This is an optimization exercise on Yosys and OpenROAD, whose aim is small area, a short achievable clock period and few clock cycles per item, not a production implementation.

Design gregorian_date_difference_days, start of the top module:
module gregorian_date_difference_days (
  input  logic        clk_i,
  input  logic        rst_ni,
  input  logic        s_axis_tvalid_i,
  output logic        s_axis_tready_o,
  input  logic [71:0] s_axis_tdata_i,
  output logic        m_axis_tvalid_o,
  input  logic        m_axis_tready_i,
  output logic [31:0] m_axis_tdata_o,
  output logic [0:0]  m_axis_tuser_o
);
  logic [15:0] ey, sy;
  logic [3:0]  em, sm;
  logic [4:0]  ed, sd, eh, sh;
  logic [5:0]  emi, smi;
  assign {smi, sh, sd, sm, sy, emi, eh, ed, em, ey} = s_axis_tdata_i;
  logic en, v1_q, v2_q, v3_q;
  assign en = !v3_q || m_axis_tready_i;
  always_ff @(posedge clk_i or negedge rst_ni) begin
    if (!rst_ni) begin
      v1_q <= 1'b0;
      v2_q <= 1'b0;
      v3_q <= 1'b0;
    end else if (en) begin
      v1_q <= s_axis_tvalid_i;
      v2_q <= v1_q;
      v3_q <= v2_q;
    end
  end
  function automatic logic [4:0] month_len(input logic [3:0] mo);
    unique case (mo)
      4'd1, 4'd3, 4'd5, 4'd7, 4'd8, 4'd10, 4'd12: month_len = 5'd31;
      4'd4, 4'd6, 4'd9, 4'd11:                    month_len = 5'd30;
      4'd2:                                       month_len = 5'd28;
      default:                                    month_len = 5'd0;
    endcase
  endfunction
  logic [15:0] ey1, sy1;
  logic [3:0]  em1, sm1;
  logic [4:0]  ed1, sd1;
  logic        dec1, inc1, tok1, eokb1, sokb1, ef291, sf291;
  always_ff @(posedge clk_i) begin
    if (en) begin
      ey1   <= ey;
      sy1   <= sy;
      em1   <= em;
      sm1   <= sm;
      ed1   <= ed;
      sd1   <= sd;
      dec1  <= ({ey, em, ed} > {sy, sm, sd}) && ({sh, smi} > {eh, emi});
      inc1  <= ({ey, em, ed} < {sy, sm, sd}) && ({eh, emi} > {sh, smi});
      tok1  <= (eh <= 5'd23) && (emi <= 6'd59) && (sh <= 5'd23) && (smi <= 6'd59);
      eokb1 <= (ed != 5'd0) && (ed <= month_len(em));
      sokb1 <= (sd != 5'd0) && (sd <= month_len(sm));
      ef291 <= (em == 4'd2) && (ed == 5'd29);
      sf291 <= (sm == 4'd2) && (sd == 5'd29);
    end
  end
  logic       eok, sok, elp, slp;
  logic [7:0] eqz, sqz;
  logic [1:0] eg, sg;
  logic [8:0] ecum, scum;
  gdd_date_unit u_end (
    .year_i(ey1), .month_i(em1), .okb_i(eokb1), .f29_i(ef291),
    .ok_o(eok), .qz_o(eqz), .g_o(eg), .cum_o(ecum), .lp_o(elp)
  );
  ...
For scale: ~130 flip-flops, roughly 110 I/O pins.
clock: 8.5 ns
lec_check: 0
cap_margin: 20
core_margin: 2
core_utilization: 50
slew_margin: 20
synth_hierarchical: 1
synth_minimum_keep_size: 0
run.sh (not shown) runs the stock make flow with config.mk's settings and CLKGATE_MAP_FILE= SYNTH_SCRIPT=/design/flow/synth_recipe.tcl, a recipe that flattens the netlist after the stock synthesis.
Edit:
--- a/flow/design.v
+++ b/flow/design.v
@@ -424,23 +424,35 @@
 );
   logic [15:0] ey, sy;
   logic [3:0]  em, sm;
   logic [4:0]  ed, sd, eh, sh;
   logic [5:0]  emi, smi;
   assign {smi, sh, sd, sm, sy, emi, eh, ed, em, ey} = s_axis_tdata_i;
-  logic en, v1_q, v2_q, v3_q;
-  assign en = !v3_q || m_axis_tready_i;
+  logic en, v1_q, v2_q;
+  logic qv0_q, qv1_q, wp_q, rp_q;
+  logic push, pop;
+  assign en   = !(qv0_q && qv1_q);
+  assign push = v2_q && en;
+  assign pop  = m_axis_tvalid_o && m_axis_tready_i;
   always_ff @(posedge clk_i or negedge rst_ni) begin
     if (!rst_ni) begin
-      v1_q <= 1'b0;
-      v2_q <= 1'b0;
-      v3_q <= 1'b0;
-    end else if (en) begin
-      v1_q <= s_axis_tvalid_i;
-      v2_q <= v1_q;
-      v3_q <= v2_q;
+      v1_q  <= 1'b0;
+      v2_q  <= 1'b0;
+      qv0_q <= 1'b0;
+      qv1_q <= 1'b0;
+      wp_q  <= 1'b0;
+      rp_q  <= 1'b0;
+    end else begin
+      if (en) begin
+        v1_q <= s_axis_tvalid_i;
+        v2_q <= v1_q;
+      end
+      if (push) wp_q <= !wp_q;
+      if (pop)  rp_q <= !rp_q;
+      if ((push && !wp_q) || (pop && !rp_q)) qv0_q <= push && !wp_q;
+      if ((push && wp_q) || (pop && rp_q))   qv1_q <= push && wp_q;
     end
   end
   function automatic logic [4:0] month_len(input logic [3:0] mo);
     unique case (mo)
       4'd1, 4'd3, 4'd5, 4'd7, 4'd8, 4'd10, 4'd12: month_len = 5'd31;
       4'd4, 4'd6, 4'd9, 4'd11:                    month_len = 5'd30;
@@ -573,19 +585,27 @@
   logic [25:0] days;
   gdd_diff u_diff (
     .dy(dy2), .dy16n(dy16n2), .nqz(nqz2), .nqz8n(nqz8n2),
     .neg_(neg2), .sg(sg2), .du(du2), .elp(elp2), .nslp(nslp2),
     .days_o(days)
   );
-  logic        ok3;
-  logic [25:0] days3;
+  logic        qok0_q, qok1_q;
+  logic [25:0] qd0_q, qd1_q;
   always_ff @(posedge clk_i) begin
-    if (en) begin
-      ok3   <= ok2;
-      days3 <= ok2 ? days : 26'd0;
+    if (push && !wp_q) begin
+      qok0_q <= ok2;
+      qd0_q  <= days;
+    end
+    if (push && wp_q) begin
+      qok1_q <= ok2;
+      qd1_q  <= days;
     end
   end
   assign s_axis_tready_o   = en;
-  assign m_axis_tvalid_o   = v3_q;
-  assign m_axis_tdata_o    = {6'd0, days3};
-  assign m_axis_tuser_o[0] = ok3;
+  assign m_axis_tvalid_o   = rp_q ? qv1_q : qv0_q;
+  logic        ok_out;
+  logic [25:0] d_out;
+  assign ok_out            = rp_q ? qok1_q : qok0_q;
+  assign d_out             = rp_q ? qd1_q : qd0_q;
+  assign m_axis_tdata_o    = {6'd0, ok_out ? d_out : 26'd0};
+  assign m_axis_tuser_o[0] = ok_out;
 endmodule
Non-clock buffer count increases by 3.
Synthesized cell count rose by a few percent.
First-iteration DRC count goes down by about a fifth.
Die area went up by a little under a tenth.
Utilization drops by 1.2 points.
Worst setup slack gains 0.095 ns.
Clock-buffer cell count is unchanged.
Area after synthesis grows by a little under a tenth.
Worst hold slack is about the same.
No run of this note included a check of the RTL's function; only the layout flow was run.

---

gregorian_date_difference_days, a different RTL version from the one above (not shown whole).
Size in the first run: roughly 130 flip-flops, about 110 I/O pins, ~14000 um^2 of cells after synthesis.
Settings: LEC_CHECK=0, CAP_MARGIN=20, CORE_MARGIN=2, CORE_UTILIZATION=50, SLEW_MARGIN=20, SYNTH_HIERARCHICAL=1, SYNTH_MINIMUM_KEEP_SIZE=0; clock period 8.5 ns.
Change:
--- a/flow/design.v
+++ b/flow/design.v
@@ -403,27 +403,39 @@
   output logic [31:0] m_axis_tdata_o,
   output logic [0:0]  m_axis_tuser_o
 );
   logic [15:0] ey, sy;
   logic [3:0]  em, sm;
   logic [4:0]  ed, sd, eh, sh;
   logic [5:0]  emi, smi;
   assign {smi, sh, sd, sm, sy, emi, eh, ed, em, ey} = s_axis_tdata_i;
-  logic en, v1_q, v2_q, v3_q;
-  assign en = !v3_q || m_axis_tready_i;
+  logic en, v1_q, v2_q;
+  logic qv0_q, qv1_q, wp_q, rp_q;
+  logic push, pop;
+  assign en   = !(qv0_q && qv1_q);
+  assign push = v2_q && en;
+  assign pop  = m_axis_tvalid_o && m_axis_tready_i;
   always_ff @(posedge clk_i or negedge rst_ni) begin
     if (!rst_ni) begin
-      v1_q <= 1'b0;
-      v2_q <= 1'b0;
-      v3_q <= 1'b0;
-    end else if (en) begin
-      v1_q <= s_axis_tvalid_i;
-      v2_q <= v1_q;
-      v3_q <= v2_q;
+      v1_q  <= 1'b0;
+      v2_q  <= 1'b0;
+      qv0_q <= 1'b0;
+      qv1_q <= 1'b0;
+      wp_q  <= 1'b0;
+      rp_q  <= 1'b0;
+    end else begin
+      if (en) begin
+        v1_q <= s_axis_tvalid_i;
+        v2_q <= v1_q;
+      end
+      if (push) wp_q <= !wp_q;
+      if (pop)  rp_q <= !rp_q;
+      if ((push && !wp_q) || (pop && !rp_q)) qv0_q <= push && !wp_q;
+      if ((push && wp_q) || (pop && rp_q))   qv1_q <= push && wp_q;
     end
   end
   function automatic logic [4:0] month_len(input logic [3:0] mo);
     unique case (mo)
       4'd1, 4'd3, 4'd5, 4'd7, 4'd8, 4'd10, 4'd12: month_len = 5'd31;
       4'd4, 4'd6, 4'd9, 4'd11:                    month_len = 5'd30;
       4'd2:                                       month_len = 5'd28;
       default:                                    month_len = 5'd0;
@@ -551,21 +563,29 @@
     end
   end
   logic [25:0] days;
   gdd_diff u_diff (
     .dy(dy2), .dy16n(dy16n2), .nqz(nqz2), .nqz8n(nqz8n2),
     .neg_(neg2), .sg(sg2), .du(du2), .elp(elp2), .nslp(nslp2),
     .days_o(days)
   );
-  logic        ok3;
-  logic [25:0] days3;
+  logic        qok0_q, qok1_q;
+  logic [25:0] qd0_q, qd1_q;
   always_ff @(posedge clk_i) begin
-    if (en) begin
-      ok3   <= ok2;
-      days3 <= ok2 ? days : 26'd0;
+    if (push && !wp_q) begin
+      qok0_q <= ok2;
+      qd0_q  <= days;
+    end
+    if (push && wp_q) begin
+      qok1_q <= ok2;
+      qd1_q  <= days;
     end
   end
   assign s_axis_tready_o   = en;
-  assign m_axis_tvalid_o   = v3_q;
-  assign m_axis_tdata_o    = {6'd0, days3};
-  assign m_axis_tuser_o[0] = ok3;
+  assign m_axis_tvalid_o   = rp_q ? qv1_q : qv0_q;
+  logic        ok_out;
+  logic [25:0] d_out;
+  assign ok_out            = rp_q ? qok1_q : qok0_q;
+  assign d_out             = rp_q ? qd1_q : qd0_q;
+  assign m_axis_tdata_o    = {6'd0, ok_out ? d_out : 26'd0};
+  assign m_axis_tuser_o[0] = ok_out;
 endmodule
Area after synthesis climbs by 8.5%.
Routed wire length climbs by 7.2%.
Cell area rises by 8.0%.
Clock skew is about the same.
Worst setup slack improves by 430 ps.
Cell count increases by 5.2%.
Function was not checked in any run of this note: the RTL went through the layout flow alone.

[static timing again, ports no longer ideal]
Ports are ideal in the flow. The routed layouts listed here were re-timed in OpenROAD.
Step 1: set_driving_cell puts a clkbuf_16 on clk_i and a buf_2 on each other input, an assumption about the parent block.
Step 2 also shifts input and output timing later by t, the mid clock arrival at the registers, as if the neighbouring blocks saw the same clock.
a / b / c = ideal ports / drivers / drivers and shift; a / b = the first two.
run	t, ns	setup WS [ns]	worst register clock-pin slew, ns	worst slew at a driven data input, ns	pins driven straight from the clock port
the first run of note 1	0.472	3.571 / 3.544 / 3.544	0.07 / 0.07	0.05	1
the second run of note 1	0.499	3.666 / 3.666 / 3.666	0.07 / 0.07	0.04	1
the first run of note 2	0.458	3.234 / 3.207 / 3.207	0.07 / 0.07	0.05	1
the second run of note 2	0.482	3.660 / 3.660 / 3.660	0.07 / 0.07	0.05	1
After both steps setup and hold are still met in every run listed.
